This design comes from an exercise in tuning for small area on the open sky130 flow, not from production work. In this exercise RTL edits were held to simulation tests only and were not proved equivalent to the original. No activity file was given, so power comes from the tool's default toggle rates.

## flow/design.v (module list and top-level ports; edited modules follow where they fit)
// module poly_voice_engine: 1403 lines
module poly_voice_engine #(
  parameter int NUM_VOICES   = 8,
  parameter int PHASE_W      = 32,
  parameter int ENV_W        = 16,
  parameter int VEL_W        = 7,
  parameter int OUT_W        = 24,
  parameter int SAMPLE_DIV   = 1024,
  parameter int ATTACK_STEP  = 64,
  parameter int RELEASE_STEP = 16
) (
  input  logic                          i_clk,
  input  logic                          i_reset_n,
  input  logic                          i_cmd_valid,
  output logic                          o_cmd_ready,
  input  logic                          i_cmd_note_on,
  input  logic [$clog2(NUM_VOICES)-1:0] i_cmd_voice,
  input  logic [PHASE_W-1:0]            i_cmd_tuning,
  input  logic [VEL_W-1:0]              i_cmd_velocity,
  input  logic [1:0]                    i_wave_sel,
  output logic signed [OUT_W-1:0]       o_sample,
  output logic                          o_sample_valid,
  output logic [NUM_VOICES-1:0]         o_active_voices
);
  // ...
==> flow/flow/run.sh <==
#!/bin/bash
set -euo pipefail
here=$(cd "$(dirname "$0")" && pwd)
export CTS_ARGS="-sink_clustering_enable -repair_clock_nets -dont_use_dummy_load -buf_list sky130_fd_sc_hd__clkbuf_4 -sink_clustering_size 8 -sink_clustering_max_diameter 50"
export BUFFER_PORTS_ARGS="-buffer_cell sky130_fd_sc_hd__buf_1"
if [[ -s "$here/synth_args.txt" ]]; then export SYNTH_ARGS="$(cat "$here/synth_args.txt")"; fi
bash standard.sh > flow_standard.log 2>&1
==> flow/standard.sh <==
#!/bin/bash
# synth_recipe.tcl (not shown) runs the flow's synth.tcl, then flattens the netlist and writes it again
# the make line also repeats each setting of config.mk as NAME=value (left out here)
make -C /OpenROAD-flow-scripts/flow DESIGN_CONFIG=/design/flow/config.mk WORK_HOME=/design/flow/orfs CLKGATE_MAP_FILE= SYNTH_SCRIPT=/design/flow/synth_recipe.tcl "${@:-finish}"
==> flow/config.mk <==
export PLATFORM = sky130hd
export DESIGN_NAME = poly_voice_engine
export DESIGN_NICKNAME = poly_voice_engine
export VERILOG_FILES = /design/flow/design.v
export SDC_FILE = /design/flow/constraint.sdc
export NUM_CORES = 4
export LEC_CHECK = 0
export ABC_AREA = 1
export CAP_MARGIN = 0
export CORE_MARGIN = 2
export CORE_UTILIZATION = 55
export SLEW_MARGIN = 0
==> flow/constraint.sdc <==
create_clock -name core_clock -period 10.0 [get_ports {i_clk}]
set_input_delay 2.0000 -clock core_clock [delete_from_list [all_inputs] [get_ports {i_clk}]]
set_output_delay 2.0000 -clock core_clock [all_outputs]
set_load 0.01 [all_outputs]
==> run notes, run 1 <==
* Status: finished clean
* Pre-CTS WS at 1190 ps
* Reg2reg start: r_tick[0]$_DFF_PN0_
* Die W at 248 um
* Clock Root Buffer: clkbuf_4
* Max Slew Vio Count at 0
* FF/Latch Area at 16100 um2
* Tap cells at 773
* Critical Path RT at roughly 11000 ps
* Seq/total area at 46.8%
* Synth area leader: dfxtp_1
* Ant diodes at 1
* Clock transition at path regs at 80 ps
* Flop2flop setup slack at 1290 ps
* Buffers & Inverters on Critical Path at 3
* Combinational power at 3.00 mW
* Ports at 82
* GR Overflow Total at 0
* Port Buffer Count at 81
* Clock Skew at 121 ps
* GR Layer Usage met3 at just over 4%
* NonClk Buf Share at 1.48%
* Non-clk invs at 406
* Worst Slack Setup Final at 1290 ps
* Combinational share of power at approximately a third
* Non-clk bufs at 108
==> run 2: changes to the inputs <==
--- a/flow/design.v
+++ b/flow/design.v
@@ -39,21 +39,20 @@
   logic [VEL_W-1:0]        c_vel    [NUM_VOICES];
   logic [EH-1:0]           c_envh   [NUM_VOICES];
   logic                    c_envl   [NUM_VOICES];
   state_t                  r_state  [NUM_VOICES];
   logic [NUM_VOICES-1:0]   r_fresh;
   logic [NUM_VOICES-1:0]   r_active;
   logic [1:0]              r_sel;
   state_t                  r_st;
-  logic                    r_fr, r_pc;
+  logic                    r_pc;
   logic signed [15:0]      r_a;
   logic signed [AW-1:0]    r_acc;
   logic signed [OUT_W-1:0] r_sample;
-  logic                    r_sample_valid;
   logic                    w_scan, w_scan1, w_cmd, w_off, w_on, w_att_full, w_fresh;
   logic [VW-1:0]           w_v, w_wslot;
   state_t                  w_st;
   logic [15:0]             w_p;
   logic signed [15:0]      w_wave;
   logic                    w_rel_done, w_full1, w_done1;
   logic [EH-1:0]           w_inc, w_dec, w_nxt_envh;
   logic                    w_nxt_envl;
@@ -69,17 +68,17 @@
   assign w_scan1 = r_tick != '0 && r_tick <= T_SCAN;
   assign w_v     = r_tick[VW-1:0];
   assign w_cmd   = i_cmd_valid && o_cmd_ready;
   assign w_off   = !i_cmd_note_on || i_cmd_velocity == '0;
   assign w_on    = w_cmd && !w_off;
   assign w_wslot = r_tick[VW-1:0] - i_cmd_voice + VW'(1);
   assign w_st    = r_state[w_v];
   assign w_fresh = r_fresh[w_v];
-  assign w_p     = r_fr ? 16'd0 : c_phase[1][PHASE_W-1 -: 16];
+  assign w_p     = c_phase[1][PHASE_W-1 -: 16];
   always_comb begin
     w_att_full  = &c_envh[0][EH-1:2] || (c_envl[0] && c_envh[0] == EH'(4091));
     w_rel_done  = c_envh[0] == '0 || (c_envh[0] == EH'(1) && !c_envl[0]);
     w_nxt_state = w_st == ATTACK && w_att_full ? SUSTAIN :
                   w_st == RELEASE && w_rel_done ? IDLE : w_st;
     w_wave = !w_scan1 || r_st == IDLE || r_sel == 2'b11 ? 16'sd0 :
              r_sel == 2'b00 ? {~w_p[15], w_p[14:0]} :
              r_sel == 2'b01 ? (w_p[15] ? 16'sh8001 : 16'sh7fff) :
@@ -104,17 +103,17 @@
                  r_st == RELEASE || r_st == SUSTAIN ? c_envl[1] && !(r_st == RELEASE && w_done1) : 1'b0;
     w_tc[0] = 1'b1;
     for (int i = 0; i < TW; i++) begin
       w_tick_inc[i] = r_tick[i] ^ w_tc[i];
       w_tc[i+1]     = r_tick[i] & w_tc[i];
     end
     w_pa_lo = w_fresh ? '0 : c_phase[0][PH-1:0];
     w_pb_lo = w_scan ? c_tuning[0][PH-1:0] : '0;
-    w_pa_hi = r_fr ? '0 : c_phase[1][PHASE_W-1:PH];
+    w_pa_hi = c_phase[1][PHASE_W-1:PH];
     w_pb_hi = w_scan1 ? ~c_tuning[1][PHASE_W-1:PH] : '0;
     w_accg = r_tick == TW'(2) ? '0 : r_acc;
     w_sat  = r_acc[AW-1:OUT_W-1] == '0 || r_acc[AW-1:OUT_W-1] == '1 ? r_acc[OUT_W-1:0] :
              {r_acc[AW-1], {(OUT_W-1){!r_acc[AW-1]}}};
     w_active = '0;
     for (int i = 0; i < NUM_VOICES; i++) w_active[i] = r_state[i] != IDLE;
   end
   wire gpl_n0 = w_pa_lo[0] ^ w_pb_lo[0];
@@ -1349,55 +1348,52 @@
       if (w_on && w_wslot == VW'(k)) begin
         c_tuning[k] <= k % 2 == 1 ? ~i_cmd_tuning : i_cmd_tuning;
         c_vel[k]    <= k % 2 == 1 ? ~i_cmd_velocity : i_cmd_velocity;
       end else begin
         c_tuning[k] <= ~c_tuning[J];
         c_vel[k]    <= ~c_vel[J];
       end
       if (k == 1) begin
-        c_phase[k] <= {c_phase[J][PHASE_W-1:PH], g_ph_lo};
+        c_phase[k] <= {c_phase[J][PHASE_W-1:PH] & {PH{!w_fresh}}, g_ph_lo};
         c_envh[k]  <= c_envh[J];
         c_envl[k]  <= c_envl[J];
       end else if (k == 2) begin
         c_phase[k] <= {g_ph_hi, c_phase[J][PH-1:0]};
         c_envh[k]  <= w_scan1 ? w_nxt_envh : c_envh[J];
         c_envl[k]  <= w_scan1 ? w_nxt_envl : c_envl[J];
       end else begin
         c_phase[k] <= c_phase[J];
         c_envh[k]  <= c_envh[J];
         c_envl[k]  <= c_envl[J];
       end
     end
   end
   always_ff @(posedge i_clk) begin
     r_sel <= i_wave_sel;
     r_st  <= w_st;
-    r_fr  <= w_fresh;
     r_pc  <= g_ph_lo_c;
     r_a   <= g_m1;
     r_acc <= g_m2;
     if (w_scan) r_fresh[w_v] <= 1'b0;
     if (w_on) r_fresh[i_cmd_voice] <= 1'b1;
   end
   always_ff @(posedge i_clk or negedge i_reset_n) begin
     if (!i_reset_n) begin
       r_tick         <= '0;
       r_active       <= '0;
       r_sample       <= '0;
-      r_sample_valid <= 1'b0;
       for (int i = 0; i < NUM_VOICES; i++) r_state[i] <= IDLE;
     end else begin
       r_tick         <= w_tick_inc;
       r_active       <= w_active;
-      r_sample_valid <= r_tick == T_OUT;
       if (r_tick == T_OUT) r_sample <= w_sat;
       if (w_scan) r_state[w_v] <= w_nxt_state;
       if (w_cmd && w_off && (r_state[i_cmd_voice] == ATTACK || r_state[i_cmd_voice] == SUSTAIN))
         r_state[i_cmd_voice] <= RELEASE;
       if (w_on) r_state[i_cmd_voice] <= ATTACK;
     end
   end
   assign o_cmd_ready     = r_tick >= T_RDY;
   assign o_sample        = r_sample;
-  assign o_sample_valid  = r_sample_valid;
+  assign o_sample_valid  = r_tick == T_RDY;
   assign o_active_voices = r_active;
 endmodule
==> flow/flow/synth_args.txt (new file) <==
-noabc
==> flow/config.mk (replaced) <==
export PLATFORM = sky130hd
export DESIGN_NAME = poly_voice_engine
export DESIGN_NICKNAME = poly_voice_engine
export VERILOG_FILES = /design/flow/design.v
export SDC_FILE = /design/flow/constraint.sdc
export NUM_CORES = 4
export LEC_CHECK = 0
export ABC_AREA = 1
export CAP_MARGIN = 20
export CORE_MARGIN = 2
export CORE_UTILIZATION = 40
export SLEW_MARGIN = 20
==> run notes, run 2 <==
* Tightest Pin Transition at 1040 ps (was 1100 ps)
* Antenna violations before repair at 7 (was 8)
* Max Fclk at 0.115 GHz (about the same)
* Commonest cells post-synth: dfxtp_1 (727), nor2_1 (515), inv_1 (382) (was dfxtp_1 (728), nor2_1 (487), inv_1 (393))
* Fin util at 42.8% (was 58.2%)
* Clock Root Buffer: clkbuf_4 (unchanged)
* Clock transition at path regs at 80 ps (about the same)
* First-pass GRT wire length at 110 mm (was 114 mm)
* Die Area at 82800 um2 (was 61600 um2)
* Post-CTS sizing at 0 (unchanged)
* CP max stage cell: dfrtp_1 (unchanged)
* Clk latency of the worst-skew pair at 940 ps (was 880 ps)
* Setup tns final at 0 ps (unchanged)
* Setup crit end kind: register (unchanged)
* Syn avg cell area at 9.64 um2 (was 9.84 um2)
* Register bit total from synthesis at 785 (was 787)
* Synth cell types at 51 (was 58)
* WP depth at 24 (unchanged)
* # H-tree levels at 3 (unchanged)
* Async set-reset flop share out of synthesis at 7.39% (was 7.50%)
* Port Buffer Count at 81 (unchanged)
* FF/Latch Area at 16000 um2 (was 16100 um2)
* Synth area leader: dfxtp_1 (unchanged)
* Pin count of the biggest net entering global routing at 79 (unchanged)
* Hpwl dp at 47.5 mm (was 49.2 mm)
* Max Slew Vio Count at 0 (unchanged)
* Vias in the first global route at 20900 (was 22600)
* Gate Count Post-Synth at 3342 (was 3330)
* Placed cell area at 33400 um2 (was 33500 um2)
* Hold Path Cell Cnt at 0 (unchanged)
* Status: finished clean (unchanged)
* Final worst path period need at 8690 ps (was 8710 ps)
* Filler cells at 7958 (was 5317)
* Sink Count at 785 (was 787)
* Commonest non-fill, non-tap cell in the layout: dfxtp_1 (unchanged)
* Core box area at 80200 um2 (was 59000 um2)
* Unrepaired setup endpoints after global routing: no (unchanged)
* Rel. slew slack at 30.5% (was 26.9%)
* Hold Path Class: register to register (unchanged)
* First-pass DRT Iterations at 5 (was 6)
* Synth-to-Final Area Change at 6.53% (was 4.70%)
* Vias post-DR at 21800 (was 22000)
* Worst-path cell chain: inv_2 -> ha_1 -> inv_1 -> nor2_1 -> nand3_1 -> nand2_2 -> nor2_1 -> fa_1 -> fa_1 -> fa_1 -> fa_1 -> fa_1 -> fa_1 -> fa_1 -> fa_1 -> fa_1 -> fa_1 -> fa_1 -> fa_1 -> fa_1 -> fa_1 -> fa_1 -> xor2_1 -> xor2_1 (was inv_1 -> ha_1 -> nand3_1 -> nand3_1 -> inv_1 -> nand2_1 -> fa_1 -> inv_1 -> fa_1 -> fa_1 -> fa_1 -> fa_1 -> fa_1 -> fa_1 -> fa_1 -> fa_1 -> fa_1 -> fa_1 -> fa_1 -> fa_1 -> fa_1 -> fa_1 -> xor2_1 -> xor2_1)
* Drt total wl at 68.6 mm (was 70.0 mm)
* Sequential area share after synthesis at 49.7% (was 49.0%)
* Top-area cell type share of the netlist area at 45.2% (was 44.5%)
* Placed cell count at 4362 (was 4062)
* Final Instance Count excl. Fillers at 4483 (was 4173)
* Number of synthesized flops with an enable pin at 0 (unchanged)
* Crit-path max FO at 23 (was 11)
* CP max stage delay at 520 ps (about the same)
* Mapped cell area at 32200 um2 (was 32800 um2)
* Top Registers: c_phase x256, c_tuning x256, c_envh x96 (unchanged)
* Die W at 288 um (was 248 um)
* Ys Warns at 7 (unchanged)
* Post-CTS Hold Fix Bufs at 0 (unchanged)
* Most frequent cells in the layout: dfxtp_1 (727), nor2_1 (515), inv_1 (382) (was dfxtp_1 (728), nor2_1 (487), inv_1 (393))
* Leak at 15.4 nW (was 15.5 nW)
* Buffers & Inverters on Critical Path at 2 (was 3)
* Crit path DAT at 9440 ps (was 9470 ps)
* Vias per cell at 4.85 (was 5.27)
* Syn_nets at 3722 (was 3699)
* Ys flop type: dfxtp_1 (unchanged)
* Reg2Reg Depth at 24 (unchanged)
* Routed Antenna Nets at 0 (unchanged)
* Clock Skew at 128 ps (was 121 ps)
* Final cycle utilization of the critical path at 86.9% (was 87.1%)
* DRC Markers at 0 (unchanged)
* Critical Path RT at 10750 ps (was 10770 ps)
* Share of cells above drive strength 1 at 4.83% (was 7.88%)
* Max-Cap Viols at 0 (unchanged)
* DRT iter0 DRCs at 1370 (was 1207)
* Post-route design area at 34300 um2 (about the same)
* Final Setup Violations at 0 (unchanged)
* Setup bufs post-CTS at 0 (unchanged)
* Worst vdd ir at 0.158 mV (was 0.363 mV)
* Setup CP Type: register to register (unchanged)
* Synth area leaders: dfxtp_1 (45%), fa_1 (11%), nor2_1 (6.0%) (was dfxtp_1 (44%), fa_1 (11%), nor2_1 (5.6%))
* Starting Density at 40.2% (was 55.5%)
* Power density cells at 241 nW/um2 (was 250 nW/um2)
* Ports at 82 (unchanged)
* GR Overflow Total at 0 (unchanged)
* # nets final at 3798 (was 3770)
* Multi-input logic area at 14100 um2 (was 14400 um2)
* CTS tree: done (unchanged)
* Gr usage total at 16.6% (was 23.3%)
* Crit-path most repeated cell: fa_1 (unchanged)
* Routability-driven placement congestion ratio at 0.885 (was 0.919)
* Die Height at 288 um (was 248 um)
* # rows at 104 (was 89)
* Wire length on met3 at 3.41 mm (was 3.26 mm)
* DR top layer: met5 (unchanged)
* Met1 WL at 33.4 mm (was 30.8 mm)
* Most frequent cell after synthesis: dfxtp_1 (unchanged)
* Routed wl met2 at 29.9 mm (was 33.9 mm)
* Hold Vio Cnt, Final at 0 (unchanged)
* CTS max path bufs at 3 (unchanged)
* Num CTS Buffers at 113 (was 110)
* Crit start category: register (unchanged)
* Family with the most delay on the worst path: adder cells (unchanged)
* Wirelength per Cell at 15.3 um (was 16.8 um)
## run 2: cell types whose count changed after synthesis, sizes merged, moves of 9 or more
| cell | before | now |
|---|---|---|
| o21ai | 93 | 104 |
| inv | 403 | 392 |
| a21oi | 373 | 355 |
| xnor2 | 13 | 4 |
| clkbuf | 66 | 99 |
| nor2 | 492 | 518 |
| nand2 | 228 | 237 |
| buf | 83 | 49 |
## run 2: final timing paths
check / from / endpoint / slack, ps
max in group asynchronous: i_reset_n / r_state[5][0]$_DFF_PN0_ / 8110
worst min register to register: c_phase[1][8]$_DFF_P_ / c_phase[2][8]$_DFF_P_ / 250
worst max-delay path: r_tick[0]$_DFF_PN0_ / c_phase[2][31]$_DFF_P_ / 1310
worst max register to register: r_tick[0]$_DFF_PN0_ / c_phase[2][31]$_DFF_P_ / 1310
min in group asynchronous: i_reset_n / r_state[7][1]$_DFF_PN0_ / 1320
worst min-delay path: c_phase[1][8]$_DFF_P_ / c_phase[2][8]$_DFF_P_ / 250
## run 2: layout make-up
cell class	count	area share, %
Antenna cell	7	0.0510
Clock buffer	113	2.47
Inverter	393	4.30
Multi-Input combinational cell	2016	41.2
Sequential cell	785	46.6
Tap cell	1060	3.86
Timing Repair Buffer	109	1.51
## run 2: worst register-to-register path, delay by kind of cell, from the launching register on
family | cells | cell delay [ps]
buffers and inverters | 2 | 300
xor gates and xnor gates | 2 | 340
and+or+nand+nor | 4 | 820
DFF | 1 | 520
adders and majority gates | 16 | 6580
## run 2: kinds of logic (layout without fill, tap and decap cells)
group,after synthesis,count (layout),synth area share (%)
flip-flops,785,785,49.7
buffers and inverters,541,615,6.52
AND/OR/NAND/NOR,837,837,10.3
adder cells (fa/ha/maj),332,332,17.2
AO/OA/AOI/OAI,670,670,11.5
XOR/XNOR,175,175,4.76
other,0,7,0
multiplexers,2,2,0.0621
## run 2: through the flow
step           worst slack, ps  total power, mW  hold slack [ps]
6_report                  1310             8.27              245
5_1_grt                    814             9.01              240
4_1_cts                   1210             8.41              249
3_5_place_dp              1270             6.92              312
3_3_place_gp              1340             6.83              310
2_1_floorplan             1680             6.22              310
## run 2: routing by layer
layer	GRT usage (%)	vias up
li1	-	10900
met1	23.3	10300
met2	25.7	467
met3	3.43	133
met4	5.32	6
met5	0	-
## run 2: power by group
part | switching [mW] | internal, mW | leakage [nW]
Sequential | 0.264 | 3.86 | 6.70
Clock | 0.958 | 0.514 | 0.520
Combinational | 1.54 | 1.14 | 8.20
Total | 2.76 | 5.52 | 15.4
==> run 3: changes to the inputs <==
==> flow/flow/run.sh (replaced) <==
#!/bin/bash
set -euo pipefail
here=$(cd "$(dirname "$0")" && pwd)
export CTS_ARGS="-sink_clustering_enable -repair_clock_nets -dont_use_dummy_load -buf_list sky130_fd_sc_hd__clkbuf_2 -sink_clustering_size 6 -sink_clustering_max_diameter 40"
export BUFFER_PORTS_ARGS="-buffer_cell sky130_fd_sc_hd__buf_1"
if [[ -s "$here/synth_args.txt" ]]; then export SYNTH_ARGS="$(cat "$here/synth_args.txt")"; fi
bash standard.sh > flow_standard.log 2>&1
==> run notes, run 3 <==
* Gate Count Post-Synth at 3342 (unchanged)
* Vias in the first global route at 21200 (was 20900)
* First-pass GRT wire length at 111 mm (was 110 mm)
* Complex-gate fraction of the synthesized area at 11.5% (unchanged)
* Crit start category: register (unchanged)
* Status: finished clean (unchanged)
* Ys flop type: dfxtp_1 (unchanged)
* Final Instance Count excl. Fillers at 4523 (was 4483)
* Critical Path RT at 11110 ps (was 10750 ps)
* Tightest Pin Transition at 1050 ps (was 1040 ps)
* CTS tree: done (unchanged)
* Routed Antenna Nets at 0 (unchanged)
* Synth-to-Final Area Change at 6.28% (was 6.53%)
* Most frequent cells in the layout: dfxtp_1 (727), nor2_1 (515), inv_1 (382) (unchanged)
* Crit-path max FO at 23 (unchanged)
* Post-CTS Hold Fix Bufs at 0 (unchanged)
* Final cycle utilization of the critical path at 87.4% (was 86.9%)
* # rows at 104 (unchanged)
* Placed cell count at 4362 (unchanged)
* Mapped cell area at 32200 um2 (unchanged)
* Async set-reset flop share out of synthesis at 7.39% (unchanged)
* Ys Warns at 7 (unchanged)
* Clock Root Buffer: clkbuf_2 (was clkbuf_4)
* Num CTS Buffers at 154 (was 113)
* Placed cell area at 33400 um2 (unchanged)
* Clk latency of the worst-skew pair at 1300 ps (was 940 ps)
* Vias post-DR at 21900 (was 21800)
* Leak at 15.5 nW (was 15.4 nW)
* DRT iter0 DRCs at 1280 (was 1370)
* Sink Count at 785 (unchanged)
* Wirelength per Cell at 15.3 um (about the same)
* Synth area leader: dfxtp_1 (unchanged)
* XOR/XNOR Fraction of Synth Area at 4.76% (unchanged)
* Hpwl dp at 47.5 mm (unchanged)
* Sequential area share after synthesis at 49.7% (unchanged)
* Starting Density at 40.2% (unchanged)
* Worst vdd ir at 0.154 mV (was 0.158 mV)
* Synth Area in Adders at 17.2% (unchanged)
* Setup crit end kind: register (unchanged)
* Setup tns final at 0 ps (unchanged)
* Final worst path period need at 8740 ps (was 8690 ps)
* Hold Vio Cnt, Final at 0 (unchanged)
* Gr usage total at 16.8% (was 16.6%)
* Routability-driven placement congestion ratio at 0.885 (unchanged)
* DRC Markers at 0 (unchanged)
* Syn avg cell area at 9.64 um2 (unchanged)
* Core box area at 80200 um2 (unchanged)
* Post-Synth Simple-Gate Area at 10.3% (unchanged)
* Hold Path Class: register to register (unchanged)
* Commonest non-fill, non-tap cell in the layout: dfxtp_1 (unchanged)
* Unrepaired setup endpoints after global routing: no (unchanged)
* Rel. slew slack at 29.9% (was 30.5%)
* Drt total wl at 69.2 mm (was 68.6 mm)
* Synth area leaders: dfxtp_1 (45%), fa_1 (11%), nor2_1 (6.0%) (unchanged)
* Port Buffer Count at 81 (unchanged)
* Ports at 82 (unchanged)
* Total Power at 8.23 mW (was 8.27 mW)
* Register bit total from synthesis at 785 (unchanged)
* Synth cell types at 51 (unchanged)
* First-pass DRT Iterations at 5 (unchanged)
* Setup bufs post-CTS at 0 (unchanged)
* CTS max path bufs at 3 (unchanged)
* Fin util at 42.7% (was 42.8%)
* Commonest cells post-synth: dfxtp_1 (727), nor2_1 (515), inv_1 (382) (unchanged)
* Final Setup Violations at 0 (unchanged)
* Die W at 288 um (unchanged)
* Clock transition at path regs at 100 ps (was 80 ps)
* Max Fclk at 0.114 GHz (was 0.115 GHz)
* Post-route design area at 34200 um2 (was 34300 um2)
* Max-Cap Viols at 0 (unchanged)
* Max Slew Vio Count at 0 (unchanged)
* Largest family of logic cells by synthesized area: adder cells (unchanged)
* Power density cells at 240 nW/um2 (was 241 nW/um2)
* # H-tree levels at 4 (was 3)
* Top-area cell type share of the netlist area at 45.2% (unchanged)
* Post-CTS sizing at 0 (unchanged)
* Most frequent cell after synthesis: dfxtp_1 (unchanged)
* Pin count of the biggest net entering global routing at 79 (unchanged)
* Die Area at 82800 um2 (unchanged)
* Clock Skew at 198 ps (was 128 ps)
* Mux share of post-synthesis cell area at 0.0621% (unchanged)
* Antenna violations before repair at 7 (unchanged)
* Share of cells above drive strength 1 at 5.96% (was 4.83%)
* GR Overflow Total at 0 (unchanged)
* Setup CP Type: register to register (unchanged)
* Top Registers: c_phase x256, c_tuning x256, c_envh x96 (unchanged)
* Syn_nets at 3722 (unchanged)
* Die Height at 288 um (unchanged)
* Vias per cell at 4.85 (about the same)
* # nets final at 3839 (was 3798)
* Crit path DAT at 9850 ps (was 9440 ps)
* Number of synthesized flops with an enable pin at 0 (unchanged)
* Filler cells at 7984 (was 7958)
[run 3: final timing paths]
path                                  startpoint                       to  slack, ps  depth (start not counted)
max in group asynchronous              i_reset_n  r_state[3][0]$_DFF_PN0_       8470                          2
setup / recovery             r_tick[0]$_DFF_PN0_   c_phase[2][31]$_DFF_P_       1260                         24
hold reg to reg            c_phase[4][8]$_DFF_P_    c_phase[5][8]$_DFF_P_        160                          0
hold / removal             c_phase[4][8]$_DFF_P_    c_phase[5][8]$_DFF_P_        160                          0
setup reg to reg             r_tick[0]$_DFF_PN0_   c_phase[2][31]$_DFF_P_       1260                         24
min in group asynchronous              i_reset_n  r_state[7][1]$_DFF_PN0_        920                          2
[run 3: metal layers]
metal	global-route usage, %	wire length, um	vias to the layer above
li1	-	-	10900
met4	6.67	1870	6
met1	23.1	33300	10300
met3	4.03	3740	131
met2	25.7	30300	522
met5	0	43	-
[run 3: logic make-up after synthesis]
family          after synthesis
flops                       785
fa+ha+maj                   332
mux                           2
xor+xnor                    175
compound gates              670
simple gates                837
buf+inv                     541
[run 3: worst max-delay path, stage by stage, from the launching register on]
cell and delay, ps:
dfrtp_1 530, inv_2 230, ha_1 200, inv_1 60, nor2_1 100, nand3_1 150, nand2_2 450, nor2_1 120
fa_1 430, fa_1 420, fa_1 430, fa_1 430, fa_1 420, fa_1 430, fa_1 430, fa_1 440
fa_1 440, fa_1 430, fa_1 420, fa_1 420, fa_1 420, fa_1 430, fa_1 410, xor2_1 160
xor2_1 180
[run 3: area by class of cell]
| class | instances | area (um2) | share of cell area (%) |
|---|---|---|---|
| Sequential cell | 785 | 16000 | 46.7 |
| Multi-Input combinational cell | 2016 | 14100 | 41.3 |
| Inverter | 393 | 1480 | 4.31 |
| Tap cell | 1060 | 1330 | 3.87 |
| Clock buffer | 154 | 771 | 2.25 |
| Timing Repair Buffer | 109 | 519 | 1.52 |
| Antenna cell | 6 | 15.0 | 0.0438 |
[run 3: through the flow]
step	hold WS, ps	worst slack (ps)
floorplan	310	1680
global placement	310	1340
detailed placement	312	1270
CTS	154	1190
global route	140	787
finish	162	1260
[run 3: report_power, final]
group	switching, mW	internal, mW	leakage [nW]
logic	1.54	1.14	8.20
clock network	1.02	0.401	0.640
registers	0.264	3.86	6.70
total	2.82	5.40	15.5

[static timing again, ports no longer ideal]
In the flow no input, the clock included, has a driving cell. The finished layouts below were timed again as built, in two steps.
Step 1: set_driving_cell puts a clkbuf_16 on i_clk and a buf_2 on each other input, an assumption about the parent block.
Step 2, shift: input delay + t, output delay - t, t = (earliest + latest rising clock arrival at the registers) / 2. This alone moves slack from input paths to output paths.
Slacks: ideal ports / drivers / drivers and shift; pairs: ideal ports / drivers.
run | t (ns) | slack for setup (ns) | pins driven straight from the clock port
run 1 | 0.856 | 1.293 / 1.293 / 1.293 | 1
run 2 | 0.931 | 1.310 / 1.310 / 1.310 | 1
run 3 | 1.274 | 1.256 / 1.256 / 1.256 | 1
After both steps every run listed still meets setup and hold.
